From an optimization exercise on the open Yosys and OpenROAD flow, aimed at small area and few clock cycles per item; shortcuts taken in it are not production practice. RTL that was checked went through simulation tests only; none was proved equivalent to the original. The RTL of runs 1 and 2 was laid out without a check of its function. No activity file was given, so power comes from the tool's default toggle rates.

File: flow/config.mk
export PLATFORM = sky130hd
export DESIGN_NAME = stack_with_remove_by_value_unit
export DESIGN_NICKNAME = stack_with_remove_by_value_unit
export VERILOG_FILES = /design/flow/design.v
export SDC_FILE = /design/flow/constraint.sdc
export NUM_CORES = 4
export LEC_CHECK = 0
export CAP_MARGIN = 20
export CORE_MARGIN = 2
export CORE_UTILIZATION = 40
export SLEW_MARGIN = 20
export SYNTH_HIERARCHICAL = 1
export SYNTH_MINIMUM_KEEP_SIZE = 0
File: flow/constraint.sdc
create_clock -name core_clock -period 3.2 [get_ports {aclk}]
set_input_delay 0.6400 -clock core_clock [delete_from_list [all_inputs] [get_ports {aclk}]]
set_output_delay 0.6400 -clock core_clock [all_outputs]
set_load 0.01 [all_outputs]
File: flow/design.v
`timescale 1ns / 1ps
package stkrm_pkg;
    localparam int unsigned DEPTH_DEFAULT = 32;
    localparam int unsigned VALUE_W       = 8;
    localparam int unsigned COUNT_W       = 6;
    localparam int unsigned S_TDATA_W     = 16;
    localparam int unsigned M_TDATA_W     = 24;
    typedef enum logic [1:0] {
        CMD_PUSH   = 2'd0,
        CMD_POP    = 2'd1,
        CMD_PEEK   = 2'd2,
        CMD_REMOVE = 2'd3
    } cmd_t;
    typedef enum logic [1:0] {
        ST_OK    = 2'd0,
        ST_FULL  = 2'd1,
        ST_EMPTY = 2'd2
    } status_t;
    typedef struct packed {
        logic push;
        logic pop;
        logic remove;
    } cell_ctrl_t;
endpackage
`timescale 1ns / 1ps
module stkrm_cell (
    input  logic                              aclk,
    input  logic                              hold,       
    input  logic                              from_up,    
    input  logic                              from_dn,    
    input  logic [stkrm_pkg::VALUE_W-1:0]     above_s,    
    input  logic [stkrm_pkg::VALUE_W-1:0]     below_s,    
    output logic [stkrm_pkg::VALUE_W-1:0]     data_s
);
    localparam int unsigned VW = stkrm_pkg::VALUE_W;
    logic [VW-1:0] data_reg;
    assign data_s = data_reg;
    always_ff @(posedge aclk) begin
        data_reg <= ~(({VW{hold}}    & data_reg) |
                      ({VW{from_up}} & above_s)  |
                      ({VW{from_dn}} & below_s));
    end
endmodule
`timescale 1ns / 1ps
module stack_with_remove_by_value_unit #(
    parameter int unsigned DEPTH = stkrm_pkg::DEPTH_DEFAULT
) (
    input  logic                              aclk,
    input  logic                              aresetn,
    input  logic                              s_tvalid,
    output logic                              s_tready,
    input  logic [stkrm_pkg::S_TDATA_W-1:0]   s_tdata,
    output logic                              m_tvalid,
    input  logic                              m_tready,
    output logic [stkrm_pkg::M_TDATA_W-1:0]   m_tdata
);
    localparam int unsigned FILL_W = $clog2(DEPTH + 1);
    localparam int unsigned VW     = stkrm_pkg::VALUE_W;
    localparam int unsigned CW     = stkrm_pkg::COUNT_W;
    logic [1:0]             cmd;
    logic [VW-1:0]          value;
    logic [VW-1:0]          value_s;       
    logic                   accept;
    logic                   empty;
    logic                   full;
    logic                   any_hit;
    logic                   is_push;
    logic                   is_pop;
    logic                   is_peek;
    logic                   is_remove;
    logic                   shift_dn;      
    logic                   shift_up;      
    logic                   rm_go;         
    logic                   phase;
    logic [VW-1:0]          cell_s   [DEPTH];
    logic                   match    [DEPTH];
    logic                   hit_pre  [DEPTH];    
    logic                   occ      [DEPTH];    
    logic [FILL_W-1:0]      fill_reg;
    logic [FILL_W-1:0]      fill_next;
    logic                   out_valid_reg;
    logic [VW-1:0]          out_data_reg;
    logic [1:0]             out_status_reg;
    logic                   out_removed_reg;
    logic [FILL_W+CW-1:0]   count_wide;
    assign cmd       = s_tdata[1:0];
    assign value     = s_tdata[VW+1:2];
    assign value_s   = value ^ {VW{phase}};
    assign accept    = s_tvalid && s_tready;
    assign empty     = (fill_reg == '0);
    assign full      = (fill_reg == FILL_W'(DEPTH));
    assign is_push   = (cmd == stkrm_pkg::CMD_PUSH);
    assign is_pop    = (cmd == stkrm_pkg::CMD_POP);
    assign is_peek   = (cmd == stkrm_pkg::CMD_PEEK);
    assign is_remove = (cmd == stkrm_pkg::CMD_REMOVE);
    assign s_tready = !out_valid_reg || m_tready;
    assign shift_dn = accept && is_push && !full;
    assign shift_up = accept && is_pop;           
    assign rm_go    = accept && is_remove;
    for (genvar i = 0; i < DEPTH; i++) begin : g_cell
        logic [VW-1:0] above_s;
        logic [VW-1:0] below_s;
        logic          dn;
        if (i == 0) begin : g_top
            assign above_s = value_s;
        end else begin : g_mid
            assign above_s = cell_s[i-1];
        end
        if (i == DEPTH - 1) begin : g_bottom
            assign below_s = '0;
        end else begin : g_inner
            assign below_s = cell_s[i+1];
        end
        assign match[i] = (cell_s[i] == value_s);
        assign occ[i]   = (fill_reg > FILL_W'(i));
        assign dn     = shift_up || (rm_go && hit_pre[i]);
        stkrm_cell u_cell (
            .aclk    (aclk),
            .hold    (!(shift_dn || dn)),
            .from_up (shift_dn),
            .from_dn (dn),
            .above_s (above_s),
            .below_s (below_s),
            .data_s  (cell_s[i])
        );
    end
    always_comb begin
        logic pre [DEPTH];
        for (int i = 0; i < DEPTH; i++) pre[i] = match[i];
        for (int s = 1; s < DEPTH; s = s * 2) begin
            for (int i = 0; i < DEPTH; i++) begin
                if ((i / s) % 2 == 1) pre[i] = pre[i] | pre[(i / s) * s - 1];
            end
        end
        for (int i = 0; i < DEPTH; i++) hit_pre[i] = pre[i];
    end
    always_comb begin
        any_hit = 1'b0;
        for (int i = 0; i < DEPTH; i++) any_hit = any_hit | (match[i] & occ[i]);
    end
    always_comb begin
        fill_next = fill_reg;
        if (shift_dn)                                        fill_next = fill_reg + 1'b1;
        else if ((shift_up && !empty) || (rm_go && any_hit)) fill_next = fill_reg - 1'b1;
    end
    always_ff @(posedge aclk) begin
        if (!aresetn) begin
            phase         <= 1'b0;
            fill_reg      <= '0;
            out_valid_reg <= 1'b0;
        end else begin
            phase    <= !phase;
            fill_reg <= fill_next;
            if (accept) begin
                out_valid_reg <= 1'b1;
            end else if (m_tready) begin
                out_valid_reg <= 1'b0;
            end
        end
    end
    always_ff @(posedge aclk) begin
        if (accept) begin
            out_data_reg    <= ((is_pop || is_peek) && !empty) ? (cell_s[0] ^ {VW{phase}}) : '0;
            out_status_reg  <= (is_push && full)                ? stkrm_pkg::ST_FULL  :
                               ((is_pop || is_peek) && empty)   ? stkrm_pkg::ST_EMPTY :
                                                                  stkrm_pkg::ST_OK;
            out_removed_reg <= is_remove && any_hit;
        end
    end
    assign count_wide = {{CW{1'b0}}, fill_reg};
    assign m_tvalid = out_valid_reg;
    assign m_tdata  = {{(stkrm_pkg::M_TDATA_W - VW - 2 - 1 - CW){1'b0}},
                       count_wide[CW-1:0], out_removed_reg, out_status_reg,
                       out_data_reg};
endmodule
File: flow/run.sh
#!/bin/bash
# synth_recipe.tcl (not shown) runs the flow's synth.tcl, then flattens the netlist and writes it again
# the make line also repeats each setting of config.mk as NAME=value (left out here)
make -C /OpenROAD-flow-scripts/flow DESIGN_CONFIG=/design/flow/config.mk WORK_HOME=/design/flow/orfs CLKGATE_MAP_FILE= SYNTH_SCRIPT=/design/flow/synth_recipe.tcl finish
==> results.yml, run 1 <==
clock_network:
  htree_levels: 1
  cts_tree: "built"
  clk_pin_slew_ns: 0.06
  clk_latency_ns: 0.58
  cts-root-buf: "clkbuf_16"
  ctsLongestPathBuffers: 3
  clock-sinks: 275
  cts_buffers: 31
synthesis:
  synth_cell_type_count: 78
  async_flop_share: 0
  synth_top_area_frac: 0.354
  ys_warn_count: 17
  synth.area.top_cells: "dfxtp_1 (35%), a222oi_1 (17%), xnor2_1 (11%), xor2_1 (5.3%), buf_6 (3.8%)"
  synth-edff-count: 11
  ys_seq_elements: 275
  syn_area_mm2: 0.0149
  synth_ff_type: "dfxtp_1"
  synth_cells: 1506
  synth_top_area_cell: "dfxtp_1"
  syn_area_per_cell_um2: 9.91
  synth_sequential_area_ratio: 0.376
route:
  via_per_inst: 6.34
  wl_met3_um: 3610
  wl_met1_um: 20900
  drc_errors: 0
  top_layer_used: "met4"
  vias: 13900
  met2_length_um: 22300
  drtIter0Drc: 2417
  wl_um: 47700
  firstDrtPassIters: 10
  antenna_left: 0
  wire_per_inst_um: 21.8
pwr:
  switching_share: 0.369
  cell_internal_pwr_mw: 10.6
  pwr_density_cell_mw_per_mm2: 919
  power.share.clock: 0.230
  p_leak_nw: 6.81
  power_frac_comb: 0.350
  p_sw_mw: 6.21
  peakVddDrop_mv: 0.582
  seqPwrFrac: 0.420
timing:
  fin_skew_ns: 0.0228
  fin_tns_setup_ns: 0
  slew_headroom: 0.590
  post-route-min-period_ns: 3.06
  tightest_slew_ns: 0.600
  fin_crit_sh: 0.957
  maxSlewViolCount: 0
  final_hold_viol_count: 0
  fmax_mhz: 327
  setup_viol: 0
  timing.final.ws_setup_ns: 0.138
layout:
  post-route-util: 0.499
  drive_gt1_frac: 0.231
  antennaDiodeCount: 0
  nets: 1727
  largest_reg_flops: 256
  stdcell_area_mm2: 0.0183
  fillCellCount: 3323
  area_growth_pct: 22.6
global_route:
  grt_max_degree: 57
  antenna_found_initial: 0
  grt_pass1_wl_um: 75000
  grt_usage: 0.240
  grt_pass1_vias: 13400
  grt-ovfl-total: 0
worst_setup_path:
  cpMostUsedCell: "buf_4"
  r2r_slack_ns: 0.16
  reg2reg_depth: 13
  critical_path_arrival_ns: 3.52
  critPathMaxFanout: 9
  crit_path_top_delay_cell: "nor4_2"
  cp_data_required_time_ns: 3.65
  cp-start-kind: "input pin"
  critPathKind: "in2reg"
  worstPathCellList: "buf_2 > buf_12 > buf_4 > xnor2_2 > nor4_1 > buf_4 > mux2_2 > a2111oi_4 > o211ai_1 > nor4_2 > o21ai_2 > buf_6 > buf_4 > nor3_2 > buf_4 > a222oi_1"
  max_stage_delay_ns: 0.38
  rr_startpoint: "g_cell[18].u_cell.data_reg[0]"
  setup.worst_path.end_class: "flip-flop"
  reg2reg_to: "g_cell[28].u_cell.data_reg[1]"
floorplan:
  rows: 70
  ios: 46
  fp.dieW_um: 197
  start_util: 0.407
  dieArea_mm2: 0.0389
  die_h_um: 197
  core_area_mm2: 0.0367
placed_design:
  pre_cts_ws_ns: -0.565
  port_buffers: 32
  place.gp.congestion: 0.941
  hpwl_um: 35300
  post_dp_cell_area_mm2: 0.0170
worst_hold_path:
  hold_class: "reg2reg"
  hold_end: "g_cell[17].u_cell.data_reg[1]"
  min_from: "g_cell[18].u_cell.data_reg[1]"
  holdPathStages: 1
outcome:
  status: "finished clean"
run:
  max-cap-violations: 0
-- area by class of cell --
cell class / count / area [µm²] / area share
Multi-Input combinational cell: 1066 / 8290 / 0.453
Clock inverter: 16 / 230 / 0.0126
Sequential cell: 275 / 5620 / 0.307
Timing Repair Buffer: 313 / 2630 / 0.144
Inverter: 12 / 56.3 / 0.00308
Tap cell: 468 / 586 / 0.0320
Clock buffer: 42 / 888 / 0.0485
-- synthesized netlist by cell type (all sizes together), types with 9 or more instances --
| master | number |
|---|---|
| dfxtp | 264 |
| a222oi | 256 |
| xnor2 | 183 |
| xor2 | 90 |
| nor2 | 89 |
| clkbuf | 87 |
| buf | 80 |
| nand2 | 67 |
| nand4 | 60 |
| nor4 | 58 |
| nor3 | 22 |
| o21ai | 22 |
| a21oi | 21 |
| nand3 | 17 |
| and3 | 13 |
| or2 | 13 |
| inv | 12 |
| edfxtp | 11 |
| and2 | 9 |
-- through the flow --
step / power [mW] / hold WS, ns / cells
3_5_place_dp: 12.7 / 0.496 / 2130
2_1_floorplan: 10.3 / 0.460 / 1520
6_report: 16.8 / 0.503 / 2192
4_1_cts: 16.6 / 0.503 / 2188
5_1_grt: 17.7 / 0.523 / 2192
3_3_place_gp: 12.6 / 0.480 / 2130
-- modules after synthesis (local to each module, per instance) --
module | times used | cells | cell area [µm²] | flip-flops and latches
stkrm_cell | 32 | 19 | 262 | 8
stack_with_remove_by_value_unit | 1 | 898 | 6560 | 19
-- layer usage --
layer / vias up / track usage
met4: 0 / 0.0579
met2: 626 / 0.390
li1: 6369 / -
met5: - / 0
met3: 69 / 0.0362
met1: 6824 / 0.334
-- logic make-up (layout without fill, tap and decap cells) --
group	Yosys count	in the layout	share of synthesized area
buffers and inverters	179	383	0.0857
other	1	15	0.000251
and+or+nand+nor	382	382	0.134
muxes	11	11	0.00779
xor gates and xnor gates	273	273	0.160
adders and majority gates	8	8	0.00670
AOI/OAI and AO/OA	377	377	0.229
DFF	275	275	0.376
-- power groups by stage --
| stage | sequential, mW | clock, mW | combinational, mW |
|---|---|---|---|
| 2_1_floorplan | 6.42 | 0 | 3.90 |
| 3_3_place_gp | 7.03 | 0 | 5.58 |
| 3_5_place_dp | 7.01 | 0 | 5.72 |
| 4_1_cts | 6.96 | 3.90 | 5.76 |
| 5_1_grt | 7.26 | 4.06 | 6.40 |
| 6_report | 7.06 | 3.87 | 5.89 |
-- what timing repair did --
action | in CTS | in global routing
hold buffers | 0 | 0
setup buffers | 0 | 4
gates resized for setup | 0 | 37
setup endpoints to repair | 0 | 66
-- worst max-delay path by stage --
stage | cells past startpoint | slack (ns) | startpoint | end
2_1_floorplan | 13 | 0.003 | s_tdata[8] | g_cell[29].u_cell.data_reg[6]
3_3_place_gp | 14 | -0.47 | s_tdata[7] | g_cell[29].u_cell.data_reg[6]
3_5_place_dp | 14 | -0.57 | s_tdata[7] | g_cell[29].u_cell.data_reg[6]
4_1_cts | 14 | 0.03 | s_tdata[7] | g_cell[29].u_cell.data_reg[6]
5_1_grt | 13 | -0.01 | g_cell[18].u_cell.data_reg[3] | g_cell[28].u_cell.data_reg[1]
6_report | 16 | 0.14 | s_tdata[3] | g_cell[28].u_cell.data_reg[1]
-- critical path, delay by kind of cell --
family / cells / cell delay [ns]
AND/OR/NAND/NOR: 3 / 0.64
multiplexers: 1 / 0.27
AO/OA/AOI/OAI: 4 / 0.64
XOR/XNOR: 1 / 0.14
buffers and inverters: 7 / 1.18
-- cells in the final DEF (no fill, tap or decap), types with 24 or more instances in the layout --
master / n
nand4_1: 59
xor2_1: 78
nor4_1: 57
dfxtp_1: 260
buf_4: 260
xnor2_1: 179
clkdlybuf4s50_1: 24
a222oi_1: 256
nand2_1: 67
nor2_1: 88
clkbuf_16: 32
==> inputs of run 2 (changes only) <==
--- a/flow/design.v
+++ b/flow/design.v
@@ -28,12 +28,15 @@
     input  logic                              hold,       
     input  logic                              from_up,    
     input  logic                              from_dn,    
+    input  logic [stkrm_pkg::VALUE_W-1:0]     key_s,      
     input  logic [stkrm_pkg::VALUE_W-1:0]     above_s,    
     input  logic [stkrm_pkg::VALUE_W-1:0]     below_s,    
+    output logic                              match,
     output logic [stkrm_pkg::VALUE_W-1:0]     data_s
 );
     localparam int unsigned VW = stkrm_pkg::VALUE_W;
     logic [VW-1:0] data_reg;
+    assign match  = (data_reg == key_s);
     assign data_s = data_reg;
     always_ff @(posedge aclk) begin
         data_reg <= ~(({VW{hold}}    & data_reg) |
@@ -111,16 +114,17 @@
         end else begin : g_inner
             assign below_s = cell_s[i+1];
         end
-        assign match[i] = (cell_s[i] == value_s);
-        assign occ[i]   = (fill_reg > FILL_W'(i));
+        assign occ[i] = (fill_reg > FILL_W'(i));
         assign dn     = shift_up || (rm_go && hit_pre[i]);
         stkrm_cell u_cell (
             .aclk    (aclk),
             .hold    (!(shift_dn || dn)),
             .from_up (shift_dn),
             .from_dn (dn),
+            .key_s   (value_s),
             .above_s (above_s),
             .below_s (below_s),
+            .match   (match[i]),
             .data_s  (cell_s[i])
         );
     end
==> run 2 against run 1 <==
Now fails the layout checks on setup timing; maximum frequency shrank 14%; clock power decreased by 7.8%; clock skew shrank 0.014 ns; cell count is 11% lower; critical path depth fell by 3; sequential share of layout area grew 1.2 points; count of clock-buffer cells in the layout rose by 2; largest cell class unchanged; highest routed layer unchanged; flip-flop and latch count did not move.
==> results.yml, run 2 <==
worst_setup_path:
  crit_family: "simple AND/OR/NAND/NOR gates"
  crit_buf_inv: 2
  max_stage_delay_ns: 0.51
  cp_data_required_time_ns: 3.65
  cpMostUsedCell: "or4_4"
  cp-start-kind: "flip-flop"
  critPathKind: "reg2reg"
  setup.worst_path.end_class: "flip-flop"
  critPathMaxFanout: 6
  critical_path_arrival_ns: 4.01
  crit_path_top_delay_cell: "or4_4"
  worstPathCellList: "buf_6 > xor2_4 > buf_12 > xnor2_1 > nand4_1 > nor2_2 > or4_4 > o21ai_2 > o2111ai_2 > a2111o_1 > or4_4 > or2_4 > a221o_1"
outcome:
  checkFailReasons: "setup timing"
  status: "finished with violations"
global_route:
  antenna_found_initial: 0
  grt_pass1_vias: 11600
  grt_max_degree: 105
  grt-ovfl-total: 0
  grt_pass1_wl_um: 64700
  grt_usage: 0.221
pwr:
  pwr_density_cell_mw_per_mm2: 1010
  peakVddDrop_mv: 0.525
  power_mw: 17.8
  p_leak_nw: 6.36
route:
  wire_per_inst_um: 20.9
  antenna_left: 0
  drc_errors: 0
  via_per_inst: 6.28
  wl_um: 41000
  vias: 12300
  firstDrtPassIters: 10
  drtIter0Drc: 2027
placed_design:
  place.gp.congestion: 0.944
  hpwl_um: 28200
  port_buffers: 32
timing:
  tightest_slew_ns: 0.986
  fin_skew_ns: 0.00892
  fmax_mhz: 281
  maxSlewViolCount: 0
  fin_crit_sh: 1.11
  post-route-min-period_ns: 3.56
  rsz0062_at_grt: "yes"
  final_hold_viol_count: 0
  slew_headroom: 0.335
  setup_viol: 193
  timing.final.ws_setup_ns: -0.364
synthesis:
  synth_top_area_frac: 0.387
  synth_cells: 1330
  synth.area.top_cells: "dfxtp_1 (39%), a222oi_1 (19%), xnor2_1 (17%), nand4_1 (3.2%), buf_6 (2.7%)"
  synth_top_family_by_area: "compound AO/OA/AOI/OAI gates"
  syn_area_mm2: 0.0136
  synth_sequential_area_ratio: 0.412
  ys_warn_count: 16
  syn_area_per_cell_um2: 10.3
  yosys.area_share.adder: 0.00734
  async_flop_share: 0
  synth-simple-area-share: 0.0978
  synth_ff_type: "dfxtp_1"
  synth_cell_type_count: 63
  synth.most_common_cell: "xnor2_1"
  synth_commonest_cells: "xnor2_1 (265), dfxtp_1 (264), a222oi_1 (256), nor2_1 (82), nand4_1 (69)"
  synth_mux_area_frac: 0.00147
  synth-edff-count: 11
  ys_seq_elements: 275
  yosys.area_share.xor_xnor: 0.175
  synth_top_area_cell: "dfxtp_1"
  synth_compound_area_frac: 0.237
clock_network:
  clk_pin_slew_ns: 0.06
  ctsLongestPathBuffers: 3
  cts_tree: "built"
  clock-sinks: 275
  htree_levels: 1
  cts-root-buf: "clkbuf_16"
  cts_buffers: 30
  clk_latency_ns: 0.57
floorplan:
  rows: 67
  dieArea_mm2: 0.0356
  fp.dieW_um: 189
  die_h_um: 189
  ios: 46
  core_area_mm2: 0.0335
  start_util: 0.407
layout:
  final_common_cell: "dfxtp_1"
  mostFrequentLayoutCells: "dfxtp_1 (263), xnor2_1 (260), a222oi_1 (256), buf_4 (131), nand4_1 (69)"
  fillCellCount: 2949
  antennaDiodeCount: 0
  largest_reg_flops: 256
  post-route-util: 0.525
  nets: 1515
  area_growth_pct: 29.0
  drive_gt1_frac: 0.240
worst_hold_path:
  hold_class: "reg2reg"
run:
  max-cap-violations: 0
==> run 2: cell count changes after synthesis, sizes merged, moves of 10 or more <==
cell	delta
or2	-11
buf	-28
nand3	-10
nand2	-22
o21ai	+13
xnor2	+82
xor2	-82
nor3	-10
inv	+10
nor4	-53
==> run 2: cells by family (layout without fill, tap and decap cells) <==
| family | Yosys count | count (layout) |
|---|---|---|
| and+or+nand+nor | 259 | 259 |
| DFF | 275 | 275 |
| other | 1 | 15 |
| xor gates and xnor gates | 273 | 273 |
| muxes | 2 | 2 |
| adders and majority gates | 8 | 8 |
| buffers and inverters | 154 | 318 |
| AOI/OAI and AO/OA | 358 | 358 |
==> run 2: power by group <==
part	total [mW]	switching, mW	internal (mW)
combinational	6.49	2.64	3.85
clock	3.57	1.43	2.14
sequential	7.78	2.48	5.30
==> run 2: per-stage QoR <==
| step | instance area [µm²] | setup slack (ns) | cells | hold slack [ns] | TNS, ns |
|---|---|---|---|---|---|
| floorplan | 14100 | -0.882 | 1344 | 0.462 | -76.32 |
| global placement | 15500 | -0.946 | 1865 | 0.501 | -151.44 |
| detailed placement | 15500 | -1.09 | 1865 | 0.497 | -161.81 |
| CTS | 17100 | -0.328 | 1939 | 0.506 | -32.34 |
| global route | 17600 | -0.502 | 1956 | 0.533 | -76.06 |
| finish | 17600 | -0.364 | 1956 | 0.505 | -41.91 |
==> run 2: routing by layer <==
layer	track usage	vias up	routed length, µm
met3	0.0300	76	2760
li1	-	5628	-
met1	0.307	6087	18000
met5	0	-	0
met2	0.362	500	19200
met4	0.0556	0	1010
==> run 2: final cells by class <==
cell class | instances | area [µm²] | share of cell area
tap | 448 | 561 | 0.0318
clock inverter | 9 | 105 | 0.00597
sequential | 275 | 5620 | 0.319
clock buffer | 44 | 917 | 0.0521
multi-input combinational | 915 | 7850 | 0.446
inverter | 22 | 114 | 0.00647
timing repair buffer | 243 | 2430 | 0.138
==> run 2: Yosys stat by module (local to each module, per instance) <==
module	flops+latches	copies in the design	area, µm²	cells
stkrm_cell	8	32	348	30
stack_with_remove_by_value_unit	19	1	2510	370
==> run 2: timing repair <==
| action | 4_1_cts | 5_1_grt |
|---|---|---|
| endpoints found under the setup margin | 191 | 231 |
| pin swaps | 29 | 41 |
| resized for setup | 108 | 73 |
| buffers inserted | 19 | 20 |
| gates cloned | 2 | 1 |
| hold buffers | 0 | 0 |
==> run 2: path summary, 6_finish.rpt <==
kind	startpoint	to	depth (start not counted)	slack (ns)
max reg2reg	phase	fill_reg[2]	13	-0.36
max	phase	fill_reg[2]	13	-0.36
min	g_cell[31].u_cell.data_reg[3]	g_cell[30].u_cell.data_reg[3]	1	0.50
min reg2reg	g_cell[31].u_cell.data_reg[3]	g_cell[30].u_cell.data_reg[3]	1	0.50
==> inputs of run 3 (changes only) <==
--- a/flow/design.v
+++ b/flow/design.v
@@ -106,8 +106,10 @@
         logic          dn;
         if (i == 0) begin : g_top
             assign above_s = value_s;
+            assign hit_pre[i] = match[i];
         end else begin : g_mid
             assign above_s = cell_s[i-1];
+            assign hit_pre[i] = hit_pre[i-1] | match[i];
         end
         if (i == DEPTH - 1) begin : g_bottom
             assign below_s = '0;
@@ -127,16 +129,6 @@
             .match   (match[i]),
             .data_s  (cell_s[i])
         );
-    end
-    always_comb begin
-        logic pre [DEPTH];
-        for (int i = 0; i < DEPTH; i++) pre[i] = match[i];
-        for (int s = 1; s < DEPTH; s = s * 2) begin
-            for (int i = 0; i < DEPTH; i++) begin
-                if ((i / s) % 2 == 1) pre[i] = pre[i] | pre[(i / s) * s - 1];
-            end
-        end
-        for (int i = 0; i < DEPTH; i++) hit_pre[i] = pre[i];
     end
     always_comb begin
         any_hit = 1'b0;
==> run 3 against run 2 <==
The layout still fails its checks (setup timing); total power shrank 7.9%; count of clock-buffer cells in the layout is the same; cell area shrank 0.55%; synthesized area shrank 0.81%; synthesized cell count shrank 0.90%; clock skew grew 0.0080 ns; worst hold slack lost 0.023 ns; first-iteration DRC count shrank 2.6%; combinational power shrank 17%; largest power group unchanged.
==> results.yml, run 3 <==
clock_network:
  ctsLongestPathBuffers: 3
  clk_latency_ns: 0.57
  cts_tree: "built"
  postCtsHoldBufs: 0
  clock-sinks: 275
  htree_levels: 1
  clk_pin_slew_ns: 0.06
  cts-root-buf: "clkbuf_16"
  cts_buffers: 30
synthesis:
  ys_seq_elements: 275
  synth_ff_type: "dfxtp_1"
  synth.area.top_cells: "dfxtp_1 (39%), a222oi_1 (19%), xnor2_1 (17%), nand4_1 (3.1%), buf_6 (2.7%)"
  synth_cell_type_count: 67
  ys_warn_count: 14
  async_flop_share: 0
  synth_sequential_area_ratio: 0.415
  yosys.area_share.adder: 0.00740
  synth_top_family_by_area: "compound AO/OA/AOI/OAI gates"
  syn_area_per_cell_um2: 10.3
  synth-simple-area-share: 0.0985
  synth_top_area_cell: "dfxtp_1"
  synth_mux_area_frac: 0
  synth_compound_area_frac: 0.235
  synth_cells: 1318
  yosys.area_share.xor_xnor: 0.176
  synth-edff-count: 11
  synth_top_area_frac: 0.390
  syn_area_mm2: 0.0135
  synth_commonest_cells: "dfxtp_1 (264), xnor2_1 (264), a222oi_1 (256), nor2_1 (93), nand4_1 (67)"
timing:
  fin_crit_sh: 1.14
  fmax_mhz: 275
  maxSlewViolCount: 0
  whs_ns: 0.482
  slew_headroom: 0.302
  timing.final.ws_setup_ns: -0.439
  final_hold_viol_count: 0
  tightest_slew_ns: 1.04
  setup_viol: 103
  fin_skew_ns: 0.0169
  rsz0062_at_grt: "yes"
  post-route-min-period_ns: 3.64
layout:
  mostFrequentLayoutCells: "dfxtp_1 (263), xnor2_1 (260), a222oi_1 (256), buf_4 (213), nor2_1 (73)"
  area_growth_pct: 29.3
  post-route-util: 0.523
  stdcell_area_mm2: 0.0175
  final_common_cell: "dfxtp_1"
  antennaDiodeCount: 0
  fillCellCount: 2994
  largest_reg_flops: 256
  nets: 1546
  drive_gt1_frac: 0.254
route:
  wire_per_inst_um: 20.6
  antenna_left: 0
  via_per_inst: 6.15
  wl_um: 41000
  vias: 12200
  firstDrtPassIters: 10
  drc_errors: 0
  drtIter0Drc: 1974
worst_setup_path:
  reg2reg_to: "g_cell[30].u_cell.data_reg[3]"
  critPathKind: "reg2reg"
  critPathCapture: "g_cell[30].u_cell.data_reg[3]"
  startpoint: "phase"
  cp-start-kind: "flip-flop"
  critPathMaxFanout: 7
  max_stage_delay_ns: 0.54
  setup.worst_path.end_class: "flip-flop"
  worstPathCellList: "buf_16 > xor2_4 > buf_12 > buf_12 > xnor2_1 > nand4_1 > nor2_2 > or3_4 > or3_4 > or4_4 > o41ai_4 > and2_4 > o21ai_4 > buf_6 > a222oi_1"
  rr_startpoint: "phase"
  crit_path_top_delay_cell: "or4_4"
  reg2reg_depth: 15
  critical_path_arrival_ns: 4.08
  r2r_slack_ns: -0.44
  cp_data_required_time_ns: 3.64
placed_design:
  pre_cts_ws_ns: -1.20
  post_dp_cell_area_mm2: 0.0157
  hpwl_um: 29100
  place.gp.congestion: 0.840
  port_buffers: 32
pwr:
  p_leak_nw: 6.39
  peakVddDrop_mv: 0.634
  pwr_density_cell_mw_per_mm2: 939
floorplan:
  rows: 67
  dieArea_mm2: 0.0353
  fp.dieW_um: 188
  core_area_mm2: 0.0334
  die_h_um: 188
  start_util: 0.405
  ios: 46
outcome:
  status: "finished with violations"
  checkFailReasons: "setup timing"
run:
  max-cap-violations: 0
global_route:
  grt_pass1_vias: 11800
  grt_usage: 0.226
  grt_pass1_wl_um: 65600
  grt-ovfl-total: 0
  grt_max_degree: 52
  antenna_found_initial: 0
worst_hold_path:
  hold_class: "reg2reg"
run 3: changes by cell type after synthesis, sizes merged, moves of 4 or more:
cell	delta
a21boi	-4
buf	-7
o21a	-4
or3	+6
o31ai	-4
a221o	-4
nor2	+11
nor4b	-6
nand2	-6
clkbuf	+5
nor3	+4
run 3: per-module statistics from Yosys, one instance, submodules excluded:
module	flip-flops and latches	cells	area, µm²
stack_with_remove_by_value_unit	19	358	2400
stkrm_cell	8	30	348
run 3: routing by layer:
metal,part of all wire,wire length [µm],track usage,vias to the layer above
met3,0.072,2960,0.0393,79
met4,0.030,1230,0.0645,0
met5,0,0,0.00275,-
met2,0.46,19000,0.367,481
li1,-,-,-,5654
met1,0.43,17800,0.308,6030
run 3: cells by family after synthesis:
| group | count (synthesis) |
|---|---|
| buf+inv | 150 |
| flops | 275 |
| xor+xnor | 272 |
| other cells | 1 |
| compound gates | 348 |
| fa+ha+maj | 8 |
| simple gates | 264 |
run 3: final cells by class:
class | count | area, µm² | area share
timing repair buffer | 284 | 2540 | 0.145
sequential | 275 | 5620 | 0.321
tap | 448 | 561 | 0.0320
clock inverter | 12 | 219 | 0.0125
multi-input combinational | 907 | 7530 | 0.430
clock buffer | 44 | 946 | 0.0540
inverter | 20 | 86.3 | 0.00493
run 3: critical path: cells and delay by family, from the launching register on:
kind / cells / cell delay, ns
compound gates: 3 / 0.61
xor+xnor: 2 / 0.27
buf+inv: 4 / 0.59
flops: 1 / 0.37
simple gates: 6 / 1.65
run 3: metrics by stage:
stage	TNS, ns	power [mW]	std cells
2_1_floorplan	-75.55	10.3	1332
3_3_place_gp	-149.30	12.0	1904
3_5_place_dp	-152.47	12.2	1904
4_1_cts	-34.65	16.3	1980
5_1_grt	-48.29	17.4	1990
6_report	-28.80	16.4	1990
run 3: worst min-delay path by stage:
| stage | to | cells after the start | from | slack, ns |
|---|---|---|---|---|
| CTS | phase | 1 | phase | 0.48 |
| global route | phase | 1 | phase | 0.50 |
| floorplan | g_cell[30].u_cell.data_reg[5] | 1 | g_cell[31].u_cell.data_reg[5] | 0.46 |
| finish | phase | 1 | phase | 0.48 |
| detailed placement | phase | 1 | phase | 0.43 |
| global placement | phase | 1 | phase | 0.42 |
run 3: timing repair:
item,CTS,global route
pin swaps,29,50
gates cloned,2,0
gates resized for setup,62,42
setup buffers,19,16
setup endpoints to repair,120,188
run 3: report_power, final:
group          internal [mW]  switching, mW  leakage, nW  total [mW]
combinational           3.29           2.09         3.48        5.38
sequential              5.06           2.01         2.34        7.08
clock                   2.52           1.45        0.566        3.98
total                   10.9           5.56         6.39        16.4
Testbench counts of run 3, summed over its fixed seeds: cycles 16,008, items 16,000.

-- port drivers added, routing unchanged --
Ports are ideal in the flow. The routed layouts listed here were re-timed in OpenROAD. Step 1: set_driving_cell puts a clkbuf_16 on aclk and a buf_2 on each other input, an assumption about the parent block. Step 2 also shifts input and output timing later by t, the mid clock arrival at the registers, as if the neighbouring blocks saw the same clock. a / b / c = ideal ports / drivers / drivers and shift; a / b = the first two.
run	t (ns)	slack for setup (ns)	pins driven straight from the clock port
run 1	0.623	0.138 / 0.163 / -0.457	1
run 2	0.615	-0.364 / -0.364 / -0.790	1
run 3	0.613	-0.439 / -0.439 / -0.911	1
Met with ideal ports but missed after step 2: setup timing in run 1. For run 1, which loses most, drivers alone change the setup slack by +0.025 ns; drivers and shift together by -0.595 ns.
